What follows belongs to an exercise in optimizing a design on an open flow for small area, a short achievable clock period and few clock cycles per item; a production flow would make more cautious choices.
Only simulation tests tie the RTL to the original design; equivalence was not proved.
Power is estimated from default activity; no workload was simulated.

File: design/flow/run.sh
#!/bin/bash
# synth_recipe.tcl (not shown) runs the flow's synth.tcl, then flattens the netlist and writes it again
# the make line also repeats each setting of config.mk as NAME=value (left out here)
make -C /OpenROAD-flow-scripts/flow DESIGN_CONFIG=/design/flow/config.mk WORK_HOME=/design/flow/orfs CLKGATE_MAP_FILE= SYNTH_SCRIPT=/design/flow/synth_recipe.tcl finish
File: design/flow/config.mk
export PLATFORM = sky130hd
export DESIGN_NAME = max_two_disjoint_rect_sum
export DESIGN_NICKNAME = max_two_disjoint_rect_sum
export VERILOG_FILES = /design/flow/design.v
export SDC_FILE = /design/flow/constraint.sdc
export NUM_CORES = 4
export LEC_CHECK = 0
export CAP_MARGIN = 20
export CORE_MARGIN = 2
export CORE_UTILIZATION = 40
export SLEW_MARGIN = 20
File: design/flow/design.v
package mtdr_pkg;
    localparam int DEF_MAX_ROWS  = 8;
    localparam int DEF_MAX_COLS  = 8;
    localparam int DEF_CELL_BITS = 16;
    localparam int OUT_W      = 23;
    localparam int CFG_IDX_W  = 1;
    localparam int CFG_DATA_W = 4;
    localparam int IDX_W  = 5;
    localparam int ADDR_W = 10;
    localparam logic [CFG_IDX_W-1:0] REG_ROW_COUNT = 1'b0;
    localparam logic [CFG_IDX_W-1:0] REG_COL_COUNT = 1'b1;
    typedef struct packed {
        logic              wr_en;
        logic [ADDR_W-1:0] wr_addr;
        logic              rd_en;
        logic [ADDR_W-1:0] rd_addr;
        logic              clr_max;
        logic              clr_col;
        logic              acc_col;
        logic              rect;
        logic              first;
        logic [IDX_W-1:0]  row_top;
        logic [IDX_W-1:0]  row_bot;
        logic [IDX_W-1:0]  col_lft;
        logic [IDX_W-1:0]  col_rgt;
        logic              rpre;
        logic              rsuf;
        logic              cpre;
        logic              csuf;
        logic [IDX_W-1:0]  pidx;
        logic              load_out;
        logic              no_pair;
    } t_cmd;
endpackage
module max_two_disjoint_rect_sum #(
    parameter int MAX_ROWS  = mtdr_pkg::DEF_MAX_ROWS,
    parameter int MAX_COLS  = mtdr_pkg::DEF_MAX_COLS,
    parameter int CELL_BITS = mtdr_pkg::DEF_CELL_BITS
) (
    input  logic                               i_clk,
    input  logic                               i_rst_n,
    input  logic                               i_in_valid,
    output logic                               o_in_ready,
    input  logic signed [CELL_BITS-1:0]        i_in_cell_value,
    input  logic                               i_in_last_cell,
    output logic                               o_out_valid,
    input  logic                               i_out_ready,
    output logic signed [mtdr_pkg::OUT_W-1:0]  o_out_best_sum,
    output logic                               o_out_no_pair,
    input  logic                               i_cfg_valid,
    output logic                               o_cfg_ready,
    input  logic [mtdr_pkg::CFG_IDX_W-1:0]     i_cfg_index,
    input  logic [mtdr_pkg::CFG_DATA_W-1:0]    i_cfg_data
);
    localparam int SW = 19;    
    localparam int KW = 22;    
    localparam int PW = 23;    
    function automatic logic [2:0] clamp_m1(input logic [3:0] n);
        if (n == 4'd0)  clamp_m1 = 3'd0;
        else if (n[3])  clamp_m1 = 3'd7;
        else            clamp_m1 = n[2:0] - 3'd1;
    endfunction
    function automatic logic gtk(input logic [KW-1:0] a, input logic [KW-1:0] b);
        gtk = {~a[KW-1], a[KW-2:0]} > {~b[KW-1], b[KW-2:0]};
    endfunction
    function automatic logic gtp(input logic [PW-1:0] a, input logic [PW-1:0] b);
        gtp = {~a[PW-1], a[PW-2:0]} > {~b[PW-1], b[PW-2:0]};
    endfunction
    function automatic logic [KW:0] vmax(input logic [KW:0] a, input logic [KW:0] b);
        if (!b[KW])                         vmax = a;
        else if (!a[KW])                    vmax = b;
        else if (gtk(b[KW-1:0], a[KW-1:0])) vmax = b;
        else                                vmax = a;
    endfunction
    function automatic logic [PW:0] pmax(input logic [PW:0] a, input logic [PW:0] b);
        if (!b[PW])                         pmax = a;
        else if (!a[PW])                    pmax = b;
        else if (gtp(b[PW-1:0], a[PW-1:0])) pmax = b;
        else                                pmax = a;
    endfunction
    logic [3:0] cfg_rows, cfg_cols;
    assign o_cfg_ready = 1'b1;
    always_ff @(posedge i_clk) begin
        if (!i_rst_n) begin
            cfg_rows <= 4'd8;
            cfg_cols <= 4'd8;
        end else if (i_cfg_valid) begin
            if (i_cfg_index == 1'b0) cfg_rows <= i_cfg_data;
            else                     cfg_cols <= i_cfg_data;
        end
    end
    logic       in_act, in_done, in_slot;
    logic [2:0] in_row, in_col, in_rm1, in_cm1;
    logic [1:0] sfull;
    logic [1:0][2:0] s_row, s_cm1, s_rm1;
    logic [1:0][7:0][15:0] rb;
    logic       in_disc, in_fire, wr_cell, row_end;
    logic [2:0] cur_rm1, cur_cm1, cur_row, cur_col;
    assign in_disc    = in_act & in_done;
    assign o_in_ready = in_disc | ~sfull[in_slot];
    assign in_fire    = i_in_valid & o_in_ready;
    assign cur_rm1    = in_act ? in_rm1 : clamp_m1(cfg_rows);
    assign cur_cm1    = in_act ? in_cm1 : clamp_m1(cfg_cols);
    assign cur_row    = in_act ? in_row : 3'd0;
    assign cur_col    = in_act ? in_col : 3'd0;
    assign wr_cell    = in_fire & ~in_disc;
    assign row_end    = wr_cell & (cur_col == cur_cm1);
    logic       eng_clr;      
    logic       eng_cslot;
    always_ff @(posedge i_clk) begin
        if (!i_rst_n) begin
            in_act  <= 1'b0;
            in_done <= 1'b0;
            in_slot <= 1'b0;
            in_row  <= 3'd0;
            in_col  <= 3'd0;
        end else if (in_fire) begin
            if (i_in_last_cell) begin
                in_act  <= 1'b0;
                in_done <= 1'b0;
                in_row  <= 3'd0;
                in_col  <= 3'd0;
            end else begin
                in_act <= 1'b1;
                if (wr_cell) begin
                    if (row_end) begin
                        in_col <= 3'd0;
                        in_row <= cur_row + 3'd1;
                        if (cur_row == cur_rm1) in_done <= 1'b1;
                    end else begin
                        in_col <= cur_col + 3'd1;
                    end
                end
            end
            if (row_end) in_slot <= ~in_slot;
        end
    end
    always_ff @(posedge i_clk) begin
        if (in_fire && !in_act) begin
            in_rm1 <= cur_rm1;
            in_cm1 <= cur_cm1;
        end
    end
    always_ff @(posedge i_clk) begin
        if (wr_cell) rb[in_slot][cur_col] <= i_in_cell_value;
        if (row_end) begin
            s_row[in_slot] <= cur_row;
            s_cm1[in_slot] <= cur_cm1;
            s_rm1[in_slot] <= cur_rm1;
        end
    end
    always_ff @(posedge i_clk) begin
        if (!i_rst_n) begin
            sfull <= 2'b00;
        end else begin
            for (int s = 0; s < 2; s++) begin
                if (row_end && in_slot == s[0])            sfull[s] <= 1'b1;
                else if (eng_clr && eng_cslot == s[0])     sfull[s] <= 1'b0;
            end
        end
    end
    logic [1:0]        fcnt;       
    logic [1:0]        rpend;      
    logic [PW:0]       q0, q1;     
    logic              push;
    logic [PW:0]       push_d;
    logic              pop;
    assign o_out_valid    = (fcnt != 2'd0);
    assign o_out_best_sum = q0[PW-1:0];
    assign o_out_no_pair  = q0[PW];
    assign pop            = o_out_valid & i_out_ready;
    always_ff @(posedge i_clk) begin
        if (!i_rst_n) begin
            fcnt <= 2'd0;
        end else begin
            fcnt <= fcnt + {1'b0, push} - {1'b0, pop};
        end
    end
    always_ff @(posedge i_clk) begin
        if (pop) begin
            q0 <= (push && fcnt == 2'd1) ? push_d : q1;
        end else if (push && fcnt == 2'd0) begin
            q0 <= push_d;
        end
        if (push && ((fcnt == 2'd1 && !pop) || (fcnt == 2'd2))) q1 <= push_d;
    end
    logic       busy, dir, has1, has2, fin, cslot, eslot;
    logic [2:0] k, mm1;
    logic [2:0] r1, c1m1;             
    logic [2:0] c2m1, r2rm1;          
    logic [2:0] r2;
    logic       p2v;                  
    logic [2:0] p2r, p2c, p2rm1;
    logic [2:0] wcnt;
    logic [1:0] lastcnt;              
    logic       free, p2fin, rdy1, credit, waitok, start, take1, take2;
    logic [2:0] n1c, n1r, n1rm1, nm1, rowsteps;
    assign free   = ~busy | (k == mm1);
    assign p2fin  = (p2r == p2rm1);
    assign rdy1   = sfull[eslot];
    assign credit = ({1'b0, fcnt} + {1'b0, rpend}) <= 3'd1;
    assign waitok = in_act & ~in_done & (in_row == 3'd0) & ((in_cm1 - in_col) < p2c) & (wcnt != 3'd7);
    assign n1c    = s_cm1[eslot];
    assign n1r    = s_row[eslot];
    assign n1rm1  = s_rm1[eslot];
    always_comb begin
        start = 1'b0;
        take1 = 1'b0;
        take2 = 1'b0;
        if (free) begin
            if (p2v && !p2fin) begin
                start = rdy1;
                take1 = 1'b1;
                take2 = 1'b1;
            end else if (p2v) begin
                if (credit && lastcnt != 2'd0 && (rdy1 || !waitok)) begin
                    start = 1'b1;
                    take1 = rdy1;
                    take2 = 1'b1;
                end
            end else begin
                start = rdy1;
                take1 = 1'b1;
            end
        end
        rowsteps = (take2 && p2fin && p2rm1 != 3'd0) ? (p2rm1 - 3'd1) : 3'd0;
        nm1 = 3'd0;
        if (take1 && n1c > nm1)      nm1 = n1c;
        if (take2 && p2c > nm1)      nm1 = p2c;
        if (rowsteps > nm1)          nm1 = rowsteps;
    end
    assign eng_clr   = busy & has1 & (k == mm1);
    assign eng_cslot = cslot;
    always_ff @(posedge i_clk) begin
        if (!i_rst_n) begin
            busy  <= 1'b0;
            dir   <= 1'b0;
            eslot <= 1'b0;
            p2v   <= 1'b0;
            k     <= 3'd0;
            wcnt  <= 3'd0;
            has1  <= 1'b0;
            has2  <= 1'b0;
            fin   <= 1'b0;
        end else begin
            if (start) begin
                busy <= 1'b1;
                k    <= 3'd0;
                dir  <= ~dir;
                has1 <= take1;
                has2 <= take2;
                fin  <= take2 & p2fin;
                p2v  <= take1;
                if (take1) eslot <= ~eslot;
                wcnt <= 3'd0;
            end else if (busy) begin
                if (k == mm1) busy <= 1'b0;
                else          k    <= k + 3'd1;
            end else if (p2v && p2fin && wcnt != 3'd7) begin
                wcnt <= wcnt + 3'd1;
            end
        end
    end
    always_ff @(posedge i_clk) begin
        if (start) begin
            mm1   <= nm1;
            cslot <= eslot;
            r1    <= n1r;
            c1m1  <= n1c;
            r2    <= p2r;
            c2m1  <= p2c;
            r2rm1 <= p2rm1;
            if (take1) begin
                p2r   <= n1r;
                p2c   <= n1c;
                p2rm1 <= n1rm1;
            end
        end
    end
    always_ff @(posedge i_clk) begin
        if (!i_rst_n) begin
            rpend   <= 2'd0;
            lastcnt <= 2'd0;
        end else begin
            rpend   <= rpend + {1'b0, start & take2 & p2fin} - {1'b0, push};
            lastcnt <= lastcnt + {1'b0, in_fire & i_in_last_cell} - {1'b0, start & take2 & p2fin};
        end
    end
    logic [2:0] v;
    logic       a_act1, a_act2, a_first1, a_last1, a_first2, a_rowc, a_fstart, a_flast;
    logic [15:0] xa;
    assign v        = dir ? (mm1 - k) : k;
    assign a_act1   = busy & has1 & (v <= c1m1);
    assign a_act2   = busy & has2 & (v <= c2m1);
    assign a_first1 = a_act1 & (dir ? (v == c1m1) : (v == 3'd0));
    assign a_last1  = a_act1 & (dir ? (v == 3'd0) : (v == c1m1));
    assign a_first2 = a_act2 & (dir ? (v == c2m1) : (v == 3'd0));
    assign a_rowc   = busy & has2 & fin & (k < r2rm1);
    assign a_fstart = busy & has2 & fin & (k == 3'd0);
    assign a_flast  = busy & has2 & fin & (k == mm1);
    assign xa       = rb[cslot][v];
    logic [7:0][7:0][SW-1:0] cs;      
    logic [7:0][KW-1:0]      rr1, rr2;
    logic [7:0][SW-1:0]      old_v, new_v;
    logic [7:0][KW-1:0]      rr1_n, rr2_n;
    always_comb begin
        for (int a = 0; a < 8; a++) begin
            old_v[a] = cs[a][v];
            new_v[a] = ((r1 == a[2:0]) ? {SW{1'b0}} : old_v[a]) + {{(SW-16){xa[15]}}, xa};
            rr1_n[a] = {{(KW-SW){new_v[a][SW-1]}}, new_v[a]} + ((a_first1 || rr1[a][KW-1]) ? {KW{1'b0}} : rr1[a]);
            rr2_n[a] = {{(KW-SW){old_v[a][SW-1]}}, old_v[a]} + ((a_first2 || rr2[a][KW-1]) ? {KW{1'b0}} : rr2[a]);
        end
    end
    always_ff @(posedge i_clk) begin
        for (int a = 0; a < 8; a++) begin
            for (int c = 0; c < 8; c++) begin
                if (a_act1 && v == c[2:0]) cs[a][c] <= new_v[a];
            end
            if (a_act1) rr1[a] <= rr1_n[a];
            if (a_act2) rr2[a] <= rr2_n[a];
        end
    end
    logic       b_act1, b_act2, b_first1, b_last1, b_first2, b_rowc, b_fstart, b_flast;
    logic       b_fin, b_dir, b_fresh, b_fvalid;
    logic [2:0] b_r1, b_r2, b_v, b_q;
    always_ff @(posedge i_clk) begin
        if (!i_rst_n) begin
            b_act1 <= 1'b0; b_act2 <= 1'b0; b_rowc <= 1'b0; b_fstart <= 1'b0; b_flast <= 1'b0;
        end else begin
            b_act1 <= a_act1; b_act2 <= a_act2; b_rowc <= a_rowc; b_fstart <= a_fstart; b_flast <= a_flast;
        end
    end
    always_ff @(posedge i_clk) begin
        b_first1 <= a_first1;
        b_last1  <= a_last1;
        b_first2 <= a_first2;
        b_fin    <= fin;
        b_dir    <= dir;
        b_fresh  <= (r1 <= 3'd1);
        b_fvalid <= (r2rm1 != 3'd0);
        b_r1     <= r1;
        b_r2     <= r2;
        b_v      <= v;
        b_q      <= k + 3'd1;
    end
    logic [7:1][KW-1:0] top;
    logic [7:1][KW-1:0] pb;
    always_ff @(posedge i_clk) begin
        for (int a = 1; a < 8; a++) begin
            if (b_act1 && a[2:0] <= b_r1) begin
                if ((a[2:0] == b_r1 && b_first1) || gtk(rr1[a], top[a])) top[a] <= rr1[a];
            end
        end
    end
    logic [KW-1:0] top_q, pb_q;
    always_comb begin
        top_q = '0;
        pb_q  = '0;
        for (int a = 1; a < 8; a++) begin
            if (c_q == a[2:0]) begin
                top_q = top[a];
                pb_q  = pb[a];
            end
        end
    end
    logic [3:0][KW:0] l1_1;
    logic [3:0][KW:0] l1_2;
    logic [KW:0] c_p1a, c_p1b, c_p2a, c_p2b;
    always_comb begin
        for (int j = 0; j < 4; j++) begin
            l1_1[j] = vmax({b_act1 && (2*j) <= b_r1, rr1[2*j]}, {b_act1 && (2*j+1) <= b_r1, rr1[2*j+1]});
            l1_2[j] = vmax({b_act2 && (2*j) <= b_r2, rr2[2*j]}, {b_act2 && (2*j+1) <= b_r2, rr2[2*j+1]});
        end
    end
    always_ff @(posedge i_clk) begin
        c_p1a <= vmax(l1_1[0], l1_1[1]);
        c_p1b <= vmax(l1_1[2], l1_1[3]);
        c_p2a <= vmax(l1_2[0], l1_2[1]);
        c_p2b <= vmax(l1_2[2], l1_2[3]);
    end
    logic       c_act1, c_act2, c_first1, c_last1, c_first2, c_rowc, c_fstart, c_flast;
    logic       c_fin, c_dir, c_fresh, c_fvalid;
    logic [2:0] c_r1, c_v;
    logic [2:0] c_q;
    logic [PW-1:0] c_candr;
    assign c_candr = {top_q[KW-1], top_q} + {pb_q[KW-1], pb_q};
    always_ff @(posedge i_clk) begin
        if (!i_rst_n) begin
            c_act1 <= 1'b0; c_act2 <= 1'b0; c_rowc <= 1'b0; c_fstart <= 1'b0; c_flast <= 1'b0;
        end else begin
            c_act1 <= b_act1; c_act2 <= b_act2; c_rowc <= b_rowc; c_fstart <= b_fstart; c_flast <= b_flast;
        end
    end
    always_ff @(posedge i_clk) begin
        c_first1 <= b_first1;
        c_last1  <= b_last1;
        c_first2 <= b_first2;
        c_fin    <= b_fin;
        c_dir    <= b_dir;
        c_fresh  <= b_fresh;
        c_fvalid <= b_fvalid;
        c_r1     <= b_r1;
        c_v      <= b_v;
        c_q      <= b_q;
    end
    logic [KW:0] m1_c, m2_c, mall_c;
    always_comb begin
        m1_c   = vmax(c_p1a, c_p1b);
        m2_c   = vmax(c_p2a, c_p2b);
        mall_c = c_fin ? m1_c : vmax(m1_c, m2_c);
    end
    logic       d_act1, d_act2, d_first1, d_last1, d_first2, d_rowc, d_fstart, d_flast;
    logic       d_fin, d_dir, d_fresh, d_fvalid;
    logic [2:0] d_r1, d_v;
    logic [PW-1:0] d_candr;
    logic [KW-1:0] d_m1, d_m2, d_mall;
    always_ff @(posedge i_clk) begin
        if (!i_rst_n) begin
            d_act1 <= 1'b0; d_act2 <= 1'b0; d_rowc <= 1'b0; d_fstart <= 1'b0; d_flast <= 1'b0;
        end else begin
            d_act1 <= c_act1; d_act2 <= c_act2; d_rowc <= c_rowc; d_fstart <= c_fstart; d_flast <= c_flast;
        end
    end
    always_ff @(posedge i_clk) begin
        d_first1 <= c_first1;
        d_last1  <= c_last1;
        d_first2 <= c_first2;
        d_fin    <= c_fin;
        d_dir    <= c_dir;
        d_fresh  <= c_fresh;
        d_fvalid <= c_fvalid;
        d_r1     <= c_r1;
        d_v      <= c_v;
        d_candr  <= c_candr;
        d_m1     <= m1_c[KW-1:0];
        d_m2     <= m2_c[KW-1:0];
        d_mall   <= mall_c[KW-1:0];
    end
    logic [6:0][KW-1:0] rgt;
    logic [7:1][KW-1:0] lft;
    logic [KW-1:0] rgt_v, lft_v, ca_same, ca_other;
    logic          d_upd;
    always_comb begin
        rgt_v = '0;
        lft_v = '0;
        for (int c = 0; c < 7; c++) if (d_v == c[2:0]) rgt_v = rgt[c];
        for (int c = 1; c < 8; c++) if (d_v == c[2:0]) lft_v = lft[c];
        ca_same  = d_dir ? lft_v : rgt_v;
        ca_other = d_dir ? rgt_v : lft_v;
    end
    assign d_upd = d_act1 | (d_act2 & ~d_fin);
    always_ff @(posedge i_clk) begin
        if (d_upd && (d_fresh || gtk(d_mall, ca_same))) begin
            for (int c = 0; c < 7; c++) if (!d_dir && d_v == c[2:0]) rgt[c] <= d_mall;
            for (int c = 1; c < 8; c++) if (d_dir && d_v == c[2:0])  lft[c] <= d_mall;
        end
    end
    logic [KW-1:0] best;
    logic [KW-1:0] best_n;
    always_comb begin
        best_n = best;
        if ((d_r1 == 3'd0 && d_first1) || gtk(d_m1, best)) best_n = d_m1;
    end
    always_ff @(posedge i_clk) begin
        if (d_act1) best <= best_n;
    end
    always_ff @(posedge i_clk) begin
        for (int a = 1; a < 8; a++) begin
            if (d_act1 && d_last1 && d_r1 == a[2:0] - 3'd1) pb[a] <= best_n;
        end
    end
    logic [KW-1:0] rm;
    logic [KW:0]          rm_n;
    logic [PW-1:0] candc_d;
    always_comb begin
        rm_n = vmax({~d_first2, rm}, {d_fvalid, ca_same});
        rm_n = vmax(rm_n, {1'b1, d_m2});
        candc_d = {rm[KW-1], rm} + {ca_other[KW-1], ca_other};
    end
    always_ff @(posedge i_clk) begin
        if (d_act2 && d_fin) rm <= rm_n[KW-1:0];
    end
    logic       e_candv, e_rowc, e_fstart, e_flast;
    logic [PW-1:0] e_candc, e_candr;
    always_ff @(posedge i_clk) begin
        if (!i_rst_n) begin
            e_candv <= 1'b0; e_rowc <= 1'b0; e_fstart <= 1'b0; e_flast <= 1'b0;
        end else begin
            e_candv <= d_act2 & d_fin & ~d_first2;
            e_rowc <= d_rowc; e_fstart <= d_fstart; e_flast <= d_flast;
        end
    end
    always_ff @(posedge i_clk) begin
        e_candc <= candc_d;
        e_candr <= d_candr;
    end
    logic [PW:0] ans_r, ans_c;
    always_ff @(posedge i_clk) begin
        if (e_fstart) begin
            ans_r <= {e_rowc, e_candr};
            ans_c <= {e_candv, e_candc};
        end else begin
            ans_r <= pmax(ans_r, {e_rowc, e_candr});
            ans_c <= pmax(ans_c, {e_candv, e_candc});
        end
    end
    logic f_flast;
    logic [PW:0] ans;
    always_ff @(posedge i_clk) begin
        if (!i_rst_n) f_flast <= 1'b0;
        else          f_flast <= e_flast;
    end
    assign ans    = pmax(ans_r, ans_c);
    assign push   = f_flast;
    assign push_d = ans[PW] ? {1'b0, ans[PW-1:0]} : {1'b1, {PW{1'b0}}};
endmodule
File: design/flow/constraint.sdc
create_clock -name core_clock -period 10.0 [get_ports {i_clk}]
set_input_delay 2.0000 -clock core_clock [delete_from_list [all_inputs] [get_ports {i_clk}]]
set_output_delay 2.0000 -clock core_clock [all_outputs]
set_load 0.01 [all_outputs]
==> results of run 1 <==
[kinds of logic (layout without fill, tap and decap cells)]
logic type / count (synthesis) / in the layout / synth area share [%]
DFF: 2964 / 2964 / 37.5
adders and majority gates: 1240 / 1240 / 6.89
buffers and inverters: 2157 / 4965 / 4.02
other: 1 / 84 / 0.00164
AOI/OAI and AO/OA: 2913 / 2913 / 8.38
xor gates and xnor gates: 504 / 504 / 1.98
muxes: 5471 / 5471 / 33.3
and+or+nand+nor: 3803 / 3803 / 7.94
[worst max path at each step]
| stage | slack [ns] | start | end | depth (start not counted) |
|---|---|---|---|---|
| floorplan | -0.22 | mm1[0]$_DFFE_PP_ | rr1[43]$_DFFE_PP_ | 57 |
| global placement | -0.07 | mm1[0]$_DFFE_PP_ | rr1[41]$_DFFE_PP_ | 49 |
| detailed placement | -0.08 | mm1[0]$_DFFE_PP_ | rr1[42]$_DFFE_PP_ | 47 |
| CTS | 0.03 | mm1[0]$_DFFE_PP_ | rr1[86]$_DFFE_PP_ | 53 |
| global route | -0.01 | mm1[0]$_DFFE_PP_ | rr1[85]$_DFFE_PP_ | 53 |
| finish | 0.30 | mm1[0]$_DFFE_PP_ | rr1[151]$_DFFE_PP_ | 44 |
[synth_stat cells (all sizes together) (104+ instances only)]
| cell type | number | area, sq um |
|---|---|---|
| nand2 | 1327 | 4980 |
| clkbuf | 574 | 2150 |
| and2 | 363 | 2270 |
| nor2 | 702 | 2650 |
| inv | 889 | 3340 |
| mux4 | 1649 | 37100 |
| and3 | 159 | 995 |
| nand4 | 144 | 901 |
| nor2b | 176 | 1100 |
| xor2 | 104 | 911 |
| xnor2 | 394 | 3470 |
| buf | 690 | 3680 |
| mux2i | 3316 | 33200 |
| nor3 | 343 | 1720 |
| a21o | 316 | 2370 |
| dfxtp | 332 | 6650 |
| o21a | 145 | 1090 |
| nand3 | 281 | 1410 |
| edfxtp | 2632 | 79000 |
| mux2 | 506 | 5700 |
| o21ai | 530 | 2660 |
| a211oi | 240 | 1800 |
| a21oi | 762 | 3810 |
| ha | 1211 | 15200 |
[layer usage]
| layer | vias up | GRT usage, % | routed length [microns] | share of wire [%] |
|---|---|---|---|---|
| met5 | - | 0 | 383 | 0.037 |
| met2 | 9809 | 53.2 | 459000 | 44 |
| met1 | 94700 | 44.1 | 401000 | 39 |
| met3 | 2195 | 8.10 | 96200 | 9.3 |
| li1 | 79400 | - | - | - |
| met4 | 58 | 21.3 | 77100 | 7.5 |
[layout by cell type (no fill, tap or decap), types with 354 or more instances in the layout]
cell | netlist | routed
o21ai_0 | 504 | 464
mux2_2 | 506 | 505
buf_4 | 50 | 3191
edfxtp_1 | 2632 | 2632
inv_1 | 883 | 878
nand2_1 | 1327 | 1324
mux4_2 | 1649 | 1649
clkbuf_16 | 0 | 354
a21oi_1 | 762 | 713
and2_1 | 360 | 354
mux2i_1 | 3316 | 3284
nor2_1 | 700 | 665
ha_1 | 1211 | 1187
[state kept, by name, summed over array words and instances (netlist names), 24 cells and up, named ones only]
name,count
rb,256
rr2,176
pb,154
q0,24
rr1,176
q1,24
top,154
ans_r,24
rgt,154
lft,154
cs,1216
ans_c,24
[stage by stage]
| step | worst slack, ns | std cells |
|---|---|---|
| 6_report | 0.302 | 29500 |
| 3_5_place_dp | -0.0751 | 28700 |
| 5_1_grt | -0.0137 | 29400 |
| 4_1_cts | 0.0261 | 29400 |
| 2_1_floorplan | -0.218 | 19100 |
| 3_3_place_gp | -0.0712 | 28700 |
[worst register-to-register path: cells and delay by family (launching register included)]
kind / cells / cell delay (ns)
simple gates: 10 / 1.84
mux: 2 / 0.82
buf+inv: 7 / 0.95
fa+ha+maj: 7 / 1.71
compound gates: 15 / 3.32
flops: 1 / 0.38
xor+xnor: 3 / 0.46
[final cells by class]
cell class | count | area (sq um)
antenna | 83 | 208
clock buffer | 439 | 9350
clock inverter | 190 | 2210
fill | 51200 | 294000
inverter | 893 | 3450
multi-input combinational | 13900 | 136000
sequential | 2964 | 85700
tap | 7533 | 9430
timing repair buffer | 3443 | 28300
[power breakdown]
part	internal [mW]	total (mW)	switching (mW)
Combinational	3.46	9.10	5.64
Sequential	14.2	14.3	0.0576
Clock	7.41	13.1	5.69
Total	25.1	36.5	11.4
[timing repair]
item,CTS,global route
cloned,0,2
setup endpoints to repair,6,28
gates resized for setup,3,82
pin swaps,0,24
hold endpoints to repair,0,0
buffers inserted,0,20
==> summary.txt, run 1 <==
Pwr
  – Pwr dens: about 130 mW/mm^2
  – Maximum VDD drop: around 0.19 mV
  – Total power draw: ~36 mW
  – Pleak: 118 nW

Critical path
  – Crit-path slowest cell: a21oi_1
  – CP arrival: roughly 10 ns
  – R2R depth: 44
  – CP Data Required Time: around 11 ns
  – Worst R2R Start: mm1[0]$_DFFE_PP_
  – Worst path most repeated cell: ha_4
  – Crit. End Element: register
  – Setup CP Type: reg2reg
  – CP Launch Type: register
  – FF-to-FF End: rr1[151]$_DFFE_PP_
  – Worst reg-to-reg setup slack: roughly 0.30 ns
  – CP max FO: 73
  – Worst Path Buf+Inv: 7
  – CP max stage delay: just over 0.6 ns
  – Crit-path leading delay family: compound AO/OA/AOI/OAI gates

Clocking
  – Clock latency on the worst-skew pair: 1.07 ns
  – # hold bufs at CTS: 0
  – Clk sinks: 2964
  – CTS HTree Levels: 5
  – CTS max path bufs: 4
  – Num CTS Buffers: around 340
  – Root buf cell: clkbuf_16
  – Clock Pin Slew Worst Setup and Hold Paths: about 0.06 ns
  – CTS tree: yes

Min path
  – WHS Endpoint: c_first2$_DFF_P_
  – HP Class: reg2reg
  – HP Start: b_first2$_DFF_P_
  – Worst hold stages: 0

Timing
  – Worst slew pin tran: between 1 and 1.5 ns
  – Max Fclk: 103 MHz
  – Fin. max-slew vios: 0
  – Clk_skew: about 0.12 ns
  – Setup-failing EPs final: 0
  – Setup TNS: 0 ns
  – Slew margin rel.: between 10% and 20%
  – Tcrit/Tclk final: 97.0%
  – RSZ-0062 raised after global routing: true
  – Fin. Hold Viols: 0
  – Min cycle time layout: roughly 9.7 ns
  – WHS: approximately 0.29 ns

Floorplan
  – Core Area: ~0.57 sq mm
  – Die W: 760 microns
  – Top-Level Pins: 54
  – Starting density of the core: about 40%
  – Die footprint: between 0.5 and 0.6 sq mm
  – Die Y: between 700 and 800 microns
  – Cell Rows: around 280

Layout
  – Layout area overhead: 20.3%
  – Share of layout cells above drive strength 1: between 20% and 30%
  – Layout Nets: roughly 23000
  – Post-route core utilization: roughly 48%
  – Final Cell Area: around 0.27 sq mm

GRT
  – Vias in the first global route: roughly 180k
  – GRT overflow: 0
  – Largest net degree at the start of global routing: 119
  – Initial antenna violation count: 124
  – Tot GR Track Use: approximately 35%
  – First-pass GRT wire length: around 1400 mm

Routing
  – Avg WL per Cell: between 30 and 40 microns
  – Vias: between 150k and 200k
  – DRT Wirelength: 1030 mm
  – Iter 0 DRT Violations: roughly 23000
  – Iteration count of the initial detailed-routing pass: 6
  – Routed Antenna Nets: 0
  – # DRC: 0
  – Vias per cell: ~6.3

Yosys
  – Warnings, synthesis: 1
  – #FFs+latches synth: roughly 3000
  – Mapped Area: 0.228 sq mm
  – Top_reg_cell synth: edfxtp_1
  – EDFF count, synth: ~2600
  – Register area share after synthesis: 37.5%
  – Syn_nets: ~20000
  – Netlist cell types: 97
  – Mapped Avg Cell Area: about 12 sq um
  – Ys async rst share: 0%
  – Gate Count Post-Synth: about 19000

Placed design
  – IO buf count: 52
  – Hpwl dp: slightly above 800 mm
  – GP Congestion: 1.05
  – Area post-placement: 0.262 sq mm

Run status
  – Status: no timing/DRC/antenna violations

Flow run
  – Maxcap violations: 0
Testbench counts, summed over its fixed seeds: cycles 6,388, grids 128.
==> inputs of run 2 (changes only) <==
--- a/design/flow/design.v
+++ b/design/flow/design.v
@@ -97,7 +97,7 @@
     logic       in_disc, in_fire, wr_cell, row_end;
     logic [2:0] cur_rm1, cur_cm1, cur_row, cur_col;
     assign in_disc    = in_act & in_done;
-    assign o_in_ready = in_disc | ~sfull[in_slot];
+    assign o_in_ready = in_disc | ~sfull[in_slot] | (eng_last & (eng_cslot == in_slot));
     assign in_fire    = i_in_valid & o_in_ready;
     assign cur_rm1    = in_act ? in_rm1 : clamp_m1(cfg_rows);
     assign cur_cm1    = in_act ? in_cm1 : clamp_m1(cfg_cols);
@@ -107,6 +107,7 @@
     assign row_end    = wr_cell & (cur_col == cur_cm1);
     logic       eng_clr;      
     logic       eng_cslot;
+    logic       eng_last;     
     always_ff @(posedge i_clk) begin
         if (!i_rst_n) begin
             in_act  <= 1'b0;
@@ -141,12 +142,29 @@
             in_cm1 <= cur_cm1;
         end
     end
+    logic        w_en;
+    logic [15:0] w_x;
+    logic [15:0] w_sel;     
     always_ff @(posedge i_clk) begin
-        if (wr_cell) rb[in_slot][cur_col] <= i_in_cell_value;
-        if (row_end) begin
-            s_row[in_slot] <= cur_row;
-            s_cm1[in_slot] <= cur_cm1;
-            s_rm1[in_slot] <= cur_rm1;
+        if (!i_rst_n) w_en <= 1'b0;
+        else          w_en <= wr_cell;
+    end
+    always_ff @(posedge i_clk) begin
+        w_x <= i_in_cell_value;
+        for (int sl = 0; sl < 2; sl++)
+            for (int c = 0; c < 8; c++)
+                w_sel[sl*8+c] <= (in_slot == sl[0]) && (cur_col == c[2:0]);
+    end
+    always_ff @(posedge i_clk) begin
+        for (int sl = 0; sl < 2; sl++) begin
+            for (int c = 0; c < 8; c++) begin
+                if (w_en && w_sel[sl*8+c]) rb[sl][c] <= w_x;
+            end
+            if (row_end && in_slot == sl[0]) begin
+                s_row[sl] <= cur_row;
+                s_cm1[sl] <= cur_cm1;
+                s_rm1[sl] <= cur_rm1;
+            end
         end
     end
     always_ff @(posedge i_clk) begin
@@ -193,16 +211,19 @@
     logic [2:0] p2r, p2c, p2rm1;
     logic [2:0] wcnt;
     logic [1:0] lastcnt;              
+    logic       st_last, st_act1, st_act2, st_first1, st_last1, st_first2, st_rowc, st_fstart;
+    logic [2:0] st_v;
+    logic [7:0] st_vh;
     logic       free, p2fin, rdy1, credit, waitok, start, take1, take2;
     logic [2:0] n1c, n1r, n1rm1, nm1, rowsteps;
-    assign free   = ~busy | (k == mm1);
+    assign free   = ~busy | st_last;
     assign p2fin  = (p2r == p2rm1);
     assign rdy1   = sfull[eslot];
     assign credit = ({1'b0, fcnt} + {1'b0, rpend}) <= 3'd1;
     assign waitok = in_act & ~in_done & (in_row == 3'd0) & ((in_cm1 - in_col) < p2c) & (wcnt != 3'd7);
-    assign n1c    = s_cm1[eslot];
-    assign n1r    = s_row[eslot];
-    assign n1rm1  = s_rm1[eslot];
+    assign n1c    = eslot ? s_cm1[1] : s_cm1[0];
+    assign n1r    = eslot ? s_row[1] : s_row[0];
+    assign n1rm1  = eslot ? s_rm1[1] : s_rm1[0];
     always_comb begin
         start = 1'b0;
         take1 = 1'b0;
@@ -229,47 +250,98 @@
         if (take2 && p2c > nm1)      nm1 = p2c;
         if (rowsteps > nm1)          nm1 = rowsteps;
     end
-    assign eng_clr   = busy & has1 & (k == mm1);
+    assign eng_clr   = busy & has1 & st_last;
+    assign eng_last  = eng_clr;
     assign eng_cslot = cslot;
+    logic       busy_n, dir_n, has1_n, has2_n, fin_n;
+    logic [2:0] k_n, mm1_n, c1m1_n, c2m1_n, r2rm1_n, v_n;
+    logic [7:0] vh_n;
+    always_comb begin
+        busy_n  = busy;
+        dir_n   = dir;
+        has1_n  = has1;
+        has2_n  = has2;
+        fin_n   = fin;
+        k_n     = k;
+        mm1_n   = mm1;
+        c1m1_n  = c1m1;
+        c2m1_n  = c2m1;
+        r2rm1_n = r2rm1;
+        v_n     = st_v;
+        vh_n    = st_vh;
+        if (start) begin
+            busy_n  = 1'b1;
+            dir_n   = ~dir;
+            has1_n  = take1;
+            has2_n  = take2;
+            fin_n   = take2 & p2fin;
+            k_n     = 3'd0;
+            mm1_n   = nm1;
+            c1m1_n  = n1c;
+            c2m1_n  = p2c;
+            r2rm1_n = p2rm1;
+            v_n     = dir ? 3'd0 : nm1;
+            vh_n    = dir ? 8'd1 : (8'd1 << nm1);
+        end else if (busy) begin
+            if (st_last) begin
+                busy_n = 1'b0;
+            end else begin
+                k_n  = k + 3'd1;
+                v_n  = dir ? st_v - 3'd1 : st_v + 3'd1;
+                vh_n = dir ? {1'b0, st_vh[7:1]} : {st_vh[6:0], 1'b0};
+            end
+        end
+    end
     always_ff @(posedge i_clk) begin
         if (!i_rst_n) begin
-            busy  <= 1'b0;
-            dir   <= 1'b0;
-            eslot <= 1'b0;
-            p2v   <= 1'b0;
-            k     <= 3'd0;
-            wcnt  <= 3'd0;
-            has1  <= 1'b0;
-            has2  <= 1'b0;
-            fin   <= 1'b0;
+            busy      <= 1'b0;
+            dir       <= 1'b0;
+            eslot     <= 1'b0;
+            p2v       <= 1'b0;
+            wcnt      <= 3'd0;
+            has1      <= 1'b0;
+            has2      <= 1'b0;
+            fin       <= 1'b0;
+            st_last   <= 1'b0;
+            st_act1   <= 1'b0;
+            st_act2   <= 1'b0;
+            st_rowc   <= 1'b0;
+            st_fstart <= 1'b0;
         end else begin
+            busy      <= busy_n;
+            dir       <= dir_n;
+            has1      <= has1_n;
+            has2      <= has2_n;
+            fin       <= fin_n;
+            st_last   <= busy_n & (k_n == mm1_n);
+            st_act1   <= busy_n & has1_n & (v_n <= c1m1_n);
+            st_act2   <= busy_n & has2_n & (v_n <= c2m1_n);
+            st_rowc   <= busy_n & fin_n & (k_n < r2rm1_n);
+            st_fstart <= busy_n & fin_n & (k_n == 3'd0);
             if (start) begin
-                busy <= 1'b1;
-                k    <= 3'd0;
-                dir  <= ~dir;
-                has1 <= take1;
-                has2 <= take2;
-                fin  <= take2 & p2fin;
                 p2v  <= take1;
-                if (take1) eslot <= ~eslot;
                 wcnt <= 3'd0;
-            end else if (busy) begin
-                if (k == mm1) busy <= 1'b0;
-                else          k    <= k + 3'd1;
-            end else if (p2v && p2fin && wcnt != 3'd7) begin
+                if (take1) eslot <= ~eslot;
+            end else if (!busy && p2v && p2fin && wcnt != 3'd7) begin
                 wcnt <= wcnt + 3'd1;
             end
         end
     end
     always_ff @(posedge i_clk) begin
+        k         <= k_n;
+        mm1       <= mm1_n;
+        c1m1      <= c1m1_n;
+        c2m1      <= c2m1_n;
+        r2rm1     <= r2rm1_n;
+        st_v      <= v_n;
+        st_vh     <= vh_n;
+        st_first1 <= (dir_n ? (v_n == c1m1_n) : (v_n == 3'd0));
+        st_last1  <= (dir_n ? (v_n == 3'd0) : (v_n == c1m1_n));
+        st_first2 <= (dir_n ? (v_n == c2m1_n) : (v_n == 3'd0));
         if (start) begin
-            mm1   <= nm1;
             cslot <= eslot;
             r1    <= n1r;
-            c1m1  <= n1c;
             r2    <= p2r;
-            c2m1  <= p2c;
-            r2rm1 <= p2rm1;
             if (take1) begin
                 p2r   <= n1r;
                 p2c   <= n1c;
@@ -289,23 +361,29 @@
     logic [2:0] v;
     logic       a_act1, a_act2, a_first1, a_last1, a_first2, a_rowc, a_fstart, a_flast;
     logic [15:0] xa;
-    assign v        = dir ? (mm1 - k) : k;
-    assign a_act1   = busy & has1 & (v <= c1m1);
-    assign a_act2   = busy & has2 & (v <= c2m1);
-    assign a_first1 = a_act1 & (dir ? (v == c1m1) : (v == 3'd0));
-    assign a_last1  = a_act1 & (dir ? (v == 3'd0) : (v == c1m1));
-    assign a_first2 = a_act2 & (dir ? (v == c2m1) : (v == 3'd0));
-    assign a_rowc   = busy & has2 & fin & (k < r2rm1);
-    assign a_fstart = busy & has2 & fin & (k == 3'd0);
-    assign a_flast  = busy & has2 & fin & (k == mm1);
-    assign xa       = rb[cslot][v];
+    assign v        = st_v;
+    assign a_act1   = st_act1;
+    assign a_act2   = st_act2;
+    assign a_first1 = st_act1 & st_first1;
+    assign a_last1  = st_act1 & st_last1;
+    assign a_first2 = st_act2 & st_first2;
+    assign a_rowc   = st_rowc;
+    assign a_fstart = st_fstart;
+    assign a_flast  = busy & fin & st_last;
+    always_comb begin
+        xa = '0;
+        for (int sl = 0; sl < 2; sl++)
+            for (int c = 0; c < 8; c++)
+                xa = xa | (rb[sl][c] & {16{cslot == sl[0] && st_vh[c]}});
+    end
     logic [7:0][7:0][SW-1:0] cs;      
     logic [7:0][KW-1:0]      rr1, rr2;
     logic [7:0][SW-1:0]      old_v, new_v;
     logic [7:0][KW-1:0]      rr1_n, rr2_n;
     always_comb begin
         for (int a = 0; a < 8; a++) begin
-            old_v[a] = cs[a][v];
+            old_v[a] = '0;
+            for (int c = 0; c < 8; c++) old_v[a] = old_v[a] | (cs[a][c] & {SW{st_vh[c]}});
             new_v[a] = ((r1 == a[2:0]) ? {SW{1'b0}} : old_v[a]) + {{(SW-16){xa[15]}}, xa};
             rr1_n[a] = {{(KW-SW){new_v[a][SW-1]}}, new_v[a]} + ((a_first1 || rr1[a][KW-1]) ? {KW{1'b0}} : rr1[a]);
             rr2_n[a] = {{(KW-SW){old_v[a][SW-1]}}, old_v[a]} + ((a_first2 || rr2[a][KW-1]) ? {KW{1'b0}} : rr2[a]);
@@ -314,7 +392,7 @@
     always_ff @(posedge i_clk) begin
         for (int a = 0; a < 8; a++) begin
             for (int c = 0; c < 8; c++) begin
-                if (a_act1 && v == c[2:0]) cs[a][c] <= new_v[a];
+                if (a_act1 && st_vh[c]) cs[a][c] <= new_v[a];
             end
             if (a_act1) rr1[a] <= rr1_n[a];
             if (a_act2) rr2[a] <= rr2_n[a];
@@ -357,10 +435,8 @@
         top_q = '0;
         pb_q  = '0;
         for (int a = 1; a < 8; a++) begin
-            if (c_q == a[2:0]) begin
-                top_q = top[a];
-                pb_q  = pb[a];
-            end
+            top_q = top_q | (top[a] & {KW{c_q == a[2:0]}});
+            pb_q  = pb_q  | (pb[a]  & {KW{c_q == a[2:0]}});
         end
     end
     logic [3:0][KW:0] l1_1;
@@ -378,6 +454,8 @@
         c_p2a <= vmax(l1_2[0], l1_2[1]);
         c_p2b <= vmax(l1_2[2], l1_2[3]);
     end
+    logic [6:0][KW-1:0] rgt;
+    logic [7:1][KW-1:0] lft;
     logic       c_act1, c_act2, c_first1, c_last1, c_first2, c_rowc, c_fstart, c_flast;
     logic       c_fin, c_dir, c_fresh, c_fvalid;
     logic [2:0] c_r1, c_v;
@@ -403,17 +481,23 @@
         c_v      <= b_v;
         c_q      <= b_q;
     end
-    logic [KW:0] m1_c, m2_c, mall_c;
+    logic [KW:0]   m1_c, m2_c, mall_c, fm2_c;
+    logic [KW-1:0] f_c;
     always_comb begin
+        f_c = '0;
+        for (int c = 0; c < 7; c++) f_c = f_c | (rgt[c] & {KW{~c_dir && c_v == c[2:0]}});
+        for (int c = 1; c < 8; c++) f_c = f_c | (lft[c] & {KW{c_dir && c_v == c[2:0]}});
         m1_c   = vmax(c_p1a, c_p1b);
         m2_c   = vmax(c_p2a, c_p2b);
         mall_c = c_fin ? m1_c : vmax(m1_c, m2_c);
+        fm2_c  = vmax({c_fvalid, f_c}, m2_c);
     end
     logic       d_act1, d_act2, d_first1, d_last1, d_first2, d_rowc, d_fstart, d_flast;
     logic       d_fin, d_dir, d_fresh, d_fvalid;
     logic [2:0] d_r1, d_v;
     logic [PW-1:0] d_candr;
-    logic [KW-1:0] d_m1, d_m2, d_mall;
+    logic [KW-1:0] d_m1, d_mall;
+    logic [KW:0]   d_fm2;
     always_ff @(posedge i_clk) begin
         if (!i_rst_n) begin
             d_act1 <= 1'b0; d_act2 <= 1'b0; d_rowc <= 1'b0; d_fstart <= 1'b0; d_flast <= 1'b0;
@@ -433,18 +517,16 @@
         d_v      <= c_v;
         d_candr  <= c_candr;
         d_m1     <= m1_c[KW-1:0];
-        d_m2     <= m2_c[KW-1:0];
+        d_fm2    <= fm2_c;
         d_mall   <= mall_c[KW-1:0];
     end
-    logic [6:0][KW-1:0] rgt;
-    logic [7:1][KW-1:0] lft;
     logic [KW-1:0] rgt_v, lft_v, ca_same, ca_other;
     logic          d_upd;
     always_comb begin
         rgt_v = '0;
         lft_v = '0;
-        for (int c = 0; c < 7; c++) if (d_v == c[2:0]) rgt_v = rgt[c];
-        for (int c = 1; c < 8; c++) if (d_v == c[2:0]) lft_v = lft[c];
+        for (int c = 0; c < 7; c++) rgt_v = rgt_v | (rgt[c] & {KW{d_v == c[2:0]}});
+        for (int c = 1; c < 8; c++) lft_v = lft_v | (lft[c] & {KW{d_v == c[2:0]}});
         ca_same  = d_dir ? lft_v : rgt_v;
         ca_other = d_dir ? rgt_v : lft_v;
     end
@@ -473,8 +555,7 @@
     logic [KW:0]          rm_n;
     logic [PW-1:0] candc_d;
     always_comb begin
-        rm_n = vmax({~d_first2, rm}, {d_fvalid, ca_same});
-        rm_n = vmax(rm_n, {1'b1, d_m2});
+        rm_n = vmax({~d_first2, rm}, d_fm2);
         candc_d = {rm[KW-1], rm} + {ca_other[KW-1], ca_other};
     end
     always_ff @(posedge i_clk) begin
--- a/design/flow/config.mk
+++ b/design/flow/config.mk
@@ -5,7 +5,9 @@
 export SDC_FILE = /design/flow/constraint.sdc
 export NUM_CORES = 4
 export LEC_CHECK = 0
+export ABC_CLOCK_PERIOD_IN_PS = 3000
 export CAP_MARGIN = 20
 export CORE_MARGIN = 2
 export CORE_UTILIZATION = 40
+export SETUP_SLACK_MARGIN = 5
 export SLEW_MARGIN = 20
==> run 2 against run 1 <==
  * Still clean
  * Setup slack better by 3.6 ns
  * Flip-flop and latch count is 53 higher
  * Clock power is 3% lower
  * Sequential power hardly changed
  * Register-to-register slack better by 3.6 ns
  * Utilization is 2.0 points higher
  * Via count is 41% lower
  * Global-route usage is 7.8 points lower
  * Cell count is 38% lower
  * Worst hold slack better by 0.037 ns
  * Combinational power is 36% lower
  * Critical path type unchanged
==> summary.txt, run 2 <==
Clocking
  – Num CTS Buffers: approximately 340
  – # hold bufs at CTS: 0
  – CTS HTree Levels: 5
  – Clock latency on the worst-skew pair: just under 1 ns
  – Clk sinks: ~3000
  – CTS tree: yes
  – CTS max path bufs: 4
  – Root buf cell: clkbuf_16
  – Clock Pin Slew Worst Setup and Hold Paths: 0.06 ns

Floorplan
  – Cell Rows: ~230
  – Die Y: between 600 and 700 microns
  – Starting density of the core: 40.1%
  – Top-Level Pins: between 50 and 60
  – Core Area: about 0.37 sq mm
  – Die W: 617 microns
  – Die footprint: ~0.38 sq mm

Timing
  – Worst slew pin tran: about 1.2 ns
  – Max Fclk: roughly 160 MHz
  – Fin. Hold Viols: 0
  – RSZ-0062 raised after global routing: true
  – Slew margin rel.: between 20% and 30%
  – Tcrit/Tclk final: around three fifths
  – Setup TNS: 0 ns
  – Min cycle time layout: around 6 ns
  – Clk_skew: 0.0705 ns
  – Fin. max-slew vios: 0
  – Setup-failing EPs final: 0
  – WHS: 0.322 ns

Yosys
  – Mapped Avg Cell Area: approximately 13 sq um
  – Synth Area in Compound Gates: 12.8%
  – EDFF count, synth: around 2600
  – Syn_nets: roughly 13000
  – Top cells by count, synth: 2628 x edfxtp_1, 1193 x ha_1, 855 x inv_1
  – Mux cell area share after synthesis: 4.62%
  – Warnings, synthesis: 1
  – Cell accounting for the most synthesized area: edfxtp_1
  – Synth top area share: around 52%
  – Synth Area in Adders: 10.3%
  – Netlist cell types: 101
  – Ys async rst share: 0%
  – Synth Area in Simple Gates: under 10%
  – #FFs+latches synth: between 3000 and 4000
  – Mapped Area: approximately 0.15 sq mm
  – Synth top area cells: edfxtp_1 52%, ha_1 9.9%, dfxtp_1 5.2%, a22oi_1 4.2%, mux2i_1 3.1%
  – Most frequent cell after synthesis: edfxtp_1
  – Register area share after synthesis: slightly below 60%
  – Top_reg_cell synth: edfxtp_1
  – Gate Count Post-Synth: around 12000
  – Post-Synth XOR/XNOR Area: 2.86%
  – Main combinational cell family by area after synthesis: compound AO/OA/AOI/OAI gates

Routing
  – Avg WL per Cell: 29.2 microns
  – Vias per cell: approximately 6.0
  – DRT Wirelength: about 530 mm
  – Vias: between 100k and 150k
  – Iter 0 DRT Violations: about 13000
  – # DRC: 0
  – Routed Antenna Nets: 0
  – Iteration count of the initial detailed-routing pass: 8

GRT
  – Largest net degree at the start of global routing: 120
  – M2 GR Usage: between 40% and 50%
  – Met1 usage: a little over a third
  – Most used routing layer: met2
  – GRT overflow: 0
  – Tot GR Track Use: 26.7%
  – First-pass GRT wire length: ~750 mm
  – Vias in the first global route: about 110k
  – Grt met3 use: under 10%
  – Initial antenna violation count: 33

Layout
  – Largest reg by FF count: cs
  – Max FFs per register: 1216
  – Most common library cell in the layout ignoring fill and taps: edfxtp_1
  – Layout area overhead: 25.2%
  – Top Registers: cs: 1216 flops, rb: 256 flops
  – Share of layout cells above drive strength 1: about 23%
  – Layout Nets: roughly 14000
  – Commonest non-fill, non-tap cells in the layout: 2628 x edfxtp_1, 1037 x ha_1, 834 x a22oi_1
  – Fillers: roughly 31000

Critical path
  – CP Launch Type: register
  – CP max FO: 4
  – CP arrival: 6.77 ns
  – Setup CP Type: reg2reg
  – CP Data Required Time: around 11 ns
  – CP max stage delay: 0.47 ns
  – Worst path most repeated cell: buf_12
  – Crit-path slowest cell: edfxtp_1
  – Crit. End Element: register

Placed design
  – IO buf count: 52
  – Hpwl dp: between 300 and 400 mm
  – GP Congestion: roughly 0.96

Run status
  – Status: no timing/DRC/antenna violations

Pwr
  – Pwr dens: about 170 mW/mm^2
  – Pleak: between 70 and 80 nW
  – Maximum VDD drop: 0.152 mV

Flow run
  – Maxcap violations: 0

Min path
  – HP Class: reg2reg
run 2: cell types whose count changed after synthesis, sizes merged, moves of 176 or more:
cell    before  now
nand2     1327  400
mux4      1649   44
mux2i     3316  464
a22oi       56  846
a21oi      762  549
clkbuf     574  347
mux2       506  117
buf        690   78
nor2       702  476
o21ai      530  354
run 2: cell families (layout without fill, tap and decap cells):
logic type	count (synthesis)	in the layout
AOI/OAI and AO/OA	2803	2804
adders and majority gates	1231	1231
DFF	3017	3017
buffers and inverters	1285	2614
other	1	15
xor gates and xnor gates	484	484
and+or+nand+nor	2459	2472
muxes	625	625
run 2: critical path, delay by kind of cell, from the launching register on:
family,cells,cell delay (ns)
buffers and inverters,7,0.95
AND/OR/NAND/NOR,1,0.16
AO/OA/AOI/OAI,13,3.17
XOR/XNOR,2,0.21
adder cells (fa/ha/maj),3,0.83
flip-flops,1,0.47
run 2: path summary, 6_finish.rpt:
path / startpoint / to / slack [ns] / depth (start not counted)
worst max register to register: st_vh[2]$_DFFE_PP_ / rr1[108]$_DFFE_PP_ / 3.92 / 26
worst min-delay path: d_candr[0]$_DFF_P_ / e_candr[0]$_DFF_P_ / 0.32 / 0
worst max-delay path: st_vh[2]$_DFFE_PP_ / rr1[108]$_DFFE_PP_ / 3.92 / 26
worst min register to register: d_candr[0]$_DFF_P_ / e_candr[0]$_DFF_P_ / 0.32 / 0
run 2: per-stage QoR:
step / instance area (sq um) / setup slack, ns / total power, mW / cells / util [%]
5_1_grt: 188000 / 3.80 / 33.7 / 18200 / 50.2
3_3_place_gp: 159000 / 1.70 / 19.2 / 16800 / 42.4
6_report: 188000 / 3.92 / 32.7 / 18300 / 50.2
4_1_cts: 183000 / 4.01 / 32.4 / 18000 / 48.7
2_1_floorplan: 152000 / 4.04 / 17.5 / 11900 / -
3_5_place_dp: 159000 / 1.90 / 19.3 / 16800 / 42.4
run 2: what timing repair did:
item | 4_1_cts | 5_1_grt
gates cloned | 58 | 10
setup buffers | 551 | 251
setup endpoints to repair | 1319 | 728
endpoints found under the hold margin | 0 | 0
pin swaps | 340 | 477
resized for setup | 1223 | 630
run 2: cell type report:
cell class / instances / area, sq um / area share, %
Clock buffer: 419 / 9050 / 4.80
Antenna cell: 14 / 35.0 / 0.0186
Timing Repair Buffer: 1141 / 12400 / 6.58
Sequential cell: 3017 / 86800 / 46.1
Clock inverter: 194 / 2150 / 1.14
Inverter: 860 / 3280 / 1.74
Multi-Input combinational cell: 7617 / 68500 / 36.3
Tap cell: 4994 / 6250 / 3.32
run 2: routing by layer:
metal,wire length [microns],vias up
li1,-,47700
met5,61,-
met2,238000,5762
met1,212000,55100
met3,51200,1226
met4,32600,10
run 2: power breakdown:
part	switching, mW	internal, mW	leakage [nW]	total (mW)
sequential	0.285	13.9	26.8	14.2
combinational	3.47	2.32	39.4	5.80
clock	5.39	7.31	5.47	12.7
Testbench counts of run 2, summed over its fixed seeds: cycles 6,101, grids 128.
==> inputs of run 3 (changes only) <==
--- a/design/flow/config.mk
+++ b/design/flow/config.mk
@@ -5,9 +5,7 @@
 export SDC_FILE = /design/flow/constraint.sdc
 export NUM_CORES = 4
 export LEC_CHECK = 0
-export ABC_CLOCK_PERIOD_IN_PS = 3000
 export CAP_MARGIN = 20
 export CORE_MARGIN = 2
 export CORE_UTILIZATION = 40
-export SETUP_SLACK_MARGIN = 5
 export SLEW_MARGIN = 20
==> run 3 against run 2 <==
  * Still clean on timing, DRC and antenna
  * Flip-flop and latch count unchanged
  * Routed wire length down 7.6%
  * Combinational power down 16%
  * Non-clock buffer count shrank 871
  * Sequential power hardly changed
  * Via count down 5.8%
==> summary.txt, run 3 <==
Run status
  – Status: no timing/DRC/antenna violations

Routing
  – Iteration count of the initial detailed-routing pass: 8
  – Vias per cell: between 5 and 6
  – DRT Wirelength: between 400 and 500 mm
  – # DRC: 0
  – Vias: roughly 100k
  – Iter 0 DRT Violations: 11600
  – Routed Antenna Nets: 0
  – Avg WL per Cell: approximately 28 microns

Min path
  – HP Class: reg2reg
  – HP Start: c_fresh$_DFF_P_

Floorplan
  – Die Y: 617 microns
  – Core Area: between 0.3 and 0.4 sq mm
  – Top-Level Pins: 54
  – Die W: 617 microns
  – Starting density of the core: 40.1%
  – Cell Rows: 225
  – Die footprint: between 0.3 and 0.4 sq mm

Layout
  – Max FFs per register: 1216
  – Most common library cell in the layout ignoring fill and taps: edfxtp_1
  – Layout Nets: around 13000
  – Top Registers: cs: 1216 flops, rb: 256 flops
  – Final Cell Area: approximately 0.17 sq mm
  – Share of layout cells above drive strength 1: between 8 and 9%
  – Largest reg by FF count: cs
  – Layout area overhead: 12.2%
  – Commonest non-fill, non-tap cells in the layout: 2628 x edfxtp_1, 1193 x ha_1, 855 x inv_1

Clocking
  – Clock Pin Slew Worst Setup and Hold Paths: ~0.07 ns
  – Setup Buffers After CTS: 0
  – Clock latency on the worst-skew pair: between 0.9 and 1 ns
  – Clk sinks: approximately 3000
  – CTS tree: yes
  – Post-cts sizing count: 0
  – Num CTS Buffers: roughly 330
  – CTS HTree Levels: 5
  – # hold bufs at CTS: 0
  – Root buf cell: clkbuf_16
  – CTS max path bufs: 4

Yosys
  – Synth top area cells: edfxtp_1 52%, ha_1 9.9%, dfxtp_1 5.2%, a22oi_1 4.2%, mux2i_1 3.1%
  – Mapped Avg Cell Area: 12.6 sq um
  – Synth top area share: a little over half
  – Netlist cell types: 101
  – Most frequent cell after synthesis: edfxtp_1
  – Mapped Area: 0.150 sq mm
  – EDFF count, synth: 2628
  – Syn_nets: 13200
  – Register area share after synthesis: 57.6%
  – Gate Count Post-Synth: ~12000
  – Ys async rst share: 0%
  – Top cells by count, synth: 2628 x edfxtp_1, 1193 x ha_1, 855 x inv_1
  – Warnings, synthesis: 1
  – #FFs+latches synth: approximately 3000
  – Top_reg_cell synth: edfxtp_1
  – Cell accounting for the most synthesized area: edfxtp_1

Pwr
  – Pwr dens: between 150 and 200 mW/mm^2
  – Pleak: between 60 and 70 nW
  – Maximum VDD drop: 0.163 mV

GRT
  – Initial antenna violation count: 40
  – First-pass GRT wire length: about 710 mm
  – Largest net degree at the start of global routing: 133
  – Vias in the first global route: ~100k
  – Tot GR Track Use: 25.2%
  – GRT overflow: 0

Timing
  – Setup TNS: 0 ns
  – Clk_skew: ~0.09 ns
  – Min cycle time layout: roughly 8.1 ns
  – Slew margin rel.: around 16%
  – Max Fclk: about 120 MHz
  – Tcrit/Tclk final: approximately four fifths
  – RSZ-0062 raised after global routing: false
  – Setup-failing EPs final: 0
  – Fin. max-slew vios: 0
  – Worst slew pin tran: ~1.3 ns
  – Fin. Hold Viols: 0

Placed design
  – IO buf count: between 50 and 60
  – Hpwl dp: ~340 mm
  – Area post-placement: 0.158 sq mm
  – GP Congestion: roughly 0.94

Flow run
  – Maxcap violations: 0

Critical path
  – Cell Chain, Critical Path: a22oi_1 > nand2_1 > a2111oi_0 > o21ai_2 > inv_1 > fa_1 > inv_1 > a21oi_1 > maj3_1 > o211ai_1 > a31o_2 > xor2_1 > ha_1 > and3_1 > a21oi_1 > o21ai_0 > o41ai_1 > o21ai_0 > o41ai_1 > o21bai_1 > a21oi_1 > xnor2_1
  – Setup CP Type: reg2reg
  – CP max FO: 17
  – CP max stage delay: 1.11 ns
  – Worst Setup SP: st_vh[7]$_DFFE_PP_
  – Worst Path Buf+Inv: 2
  – Crit-path leading delay family: compound AO/OA/AOI/OAI gates
  – Worst path most repeated cell: a21oi_1
  – Crit. End Element: register
  – CP Data Required Time: between 10 and 15 ns
  – CP arrival: 8.84 ns
  – Worst R2R Start: st_vh[7]$_DFFE_PP_
  – CP Launch Type: register
  – Crit-path slowest cell: edfxtp_1
run 3: cell count changes in the layout (fill, tap and decap cells not counted), sizes merged, moves of 4 or more:
cell / previous run / this run
clkbuf: 430 / 413
inv: 874 / 878
nor2: 486 / 476
buf: 1053 / 219
diode: 14 / 18
clkinvlp: 26 / 12
bufbuf: 26 / 0
run 3: cells by family (layout without fill, tap and decap cells):
family	Yosys count	count (layout)	share of synthesized area, %
flops	3017	3017	57.6
compound gates	2803	2803	12.8
simple gates	2459	2459	8.49
buf+inv	1285	1726	3.25
fa+ha+maj	1231	1231	10.3
mux	625	625	4.62
xor+xnor	484	484	2.86
other cells	1	19	0.00249
run 3: layout make-up:
| type | count | area [sq um] |
|---|---|---|
| clock buffers | 413 | 8910 |
| repair buffers | 270 | 2350 |
| fillers | 33500 | 206000 |
| diodes | 18 | 45.0 |
| well taps | 4994 | 6250 |
| clock inverters | 183 | 1900 |
| flip-flops and latches | 3017 | 86700 |
| multi-input cells | 7603 | 59300 |
| inverters | 860 | 3230 |
run 3: layer usage:
| metal | up-vias | part of all wire, % | global-route usage (%) |
|---|---|---|---|
| met1 | 51900 | 41 | 33.3 |
| met3 | 1027 | 7.9 | 3.98 |
| met4 | 12 | 5.1 | 11.6 |
| met2 | 4650 | 46 | 40.6 |
| li1 | 45800 | - | - |
| met5 | - | 0.014 | 0 |
run 3: power by group:
part	switching [mW]	internal, mW	leakage [nW]	total [mW]
logic	3.12	1.78	32.5	4.90
clock network	5.22	7.10	5.29	12.3
registers	0.413	13.9	26.8	14.4
run 3: worst paths after layout:
kind | to | slack (ns) | cells after the start
worst max-delay path | rr1[108]$_DFFE_PP_ | 1.87 | 22
worst max register to register | rr1[108]$_DFFE_PP_ | 1.87 | 22
worst min-delay path | d_fresh$_DFF_P_ | 0.26 | 0
worst min register to register | d_fresh$_DFF_P_ | 0.26 | 0
run 3: worst reg2reg max path: cells and delay by family (launching register included):
kind | cells | cell delay (ns)
AO/OA/AOI/OAI | 13 | 3.61
adder cells (fa/ha/maj) | 3 | 1.41
flip-flops | 1 | 1.11
XOR/XNOR | 2 | 0.88
buffers and inverters | 2 | 0.60
AND/OR/NAND/NOR | 2 | 0.32
run 3: through the flow:
stage          cells  setup WS, ns  total power, mW  hold WS, ns  util (%)
3_3_place_gp   16700          2.13             19.3        0.313      42.1
3_5_place_dp   16700          2.02             19.4        0.312      42.1
2_1_floorplan  11900         0.761             17.4        0.310         -
5_1_grt        17300          1.50             32.6        0.276      45.0
6_report       17400          1.87             31.6        0.259      45.0
4_1_cts        17300          2.03             31.6        0.264      45.0

-- what the ideal ports hide --
No port has a modelled driver above. Below, the same layouts with a new extraction and two added sets of constraints.
Step 1 (the two cells are an assumption about what drives the block):
set clk [get_ports {i_clk}]
set_driving_cell -lib_cell sky130_fd_sc_hd__clkbuf_16 $clk
set_driving_cell -lib_cell sky130_fd_sc_hd__buf_2 [delete_from_list [all_inputs] $clk]
Step 2 also shifts input and output timing later by t, the mid clock arrival at the registers, as if the neighbouring blocks saw the same clock.
Slacks: ideal ports / drivers / drivers and shift; pairs: ideal ports / drivers.
run	t, ns	setup slack, ns	hold WS [ns]	latest minus earliest clock arrival (ns)
run 1	1.155	0.302 / 0.302 / 0.302	0.285 / 0.285 / 0.285	0.125 / 0.125
run 2	1.042	3.917 / 3.917 / 3.917	0.322 / 0.322 / 0.322	0.073 / 0.073
run 3	1.025	1.875 / 1.875 / 1.875	0.259 / 0.259 / 0.259	0.094 / 0.094
After both steps every run listed still meets setup and hold.
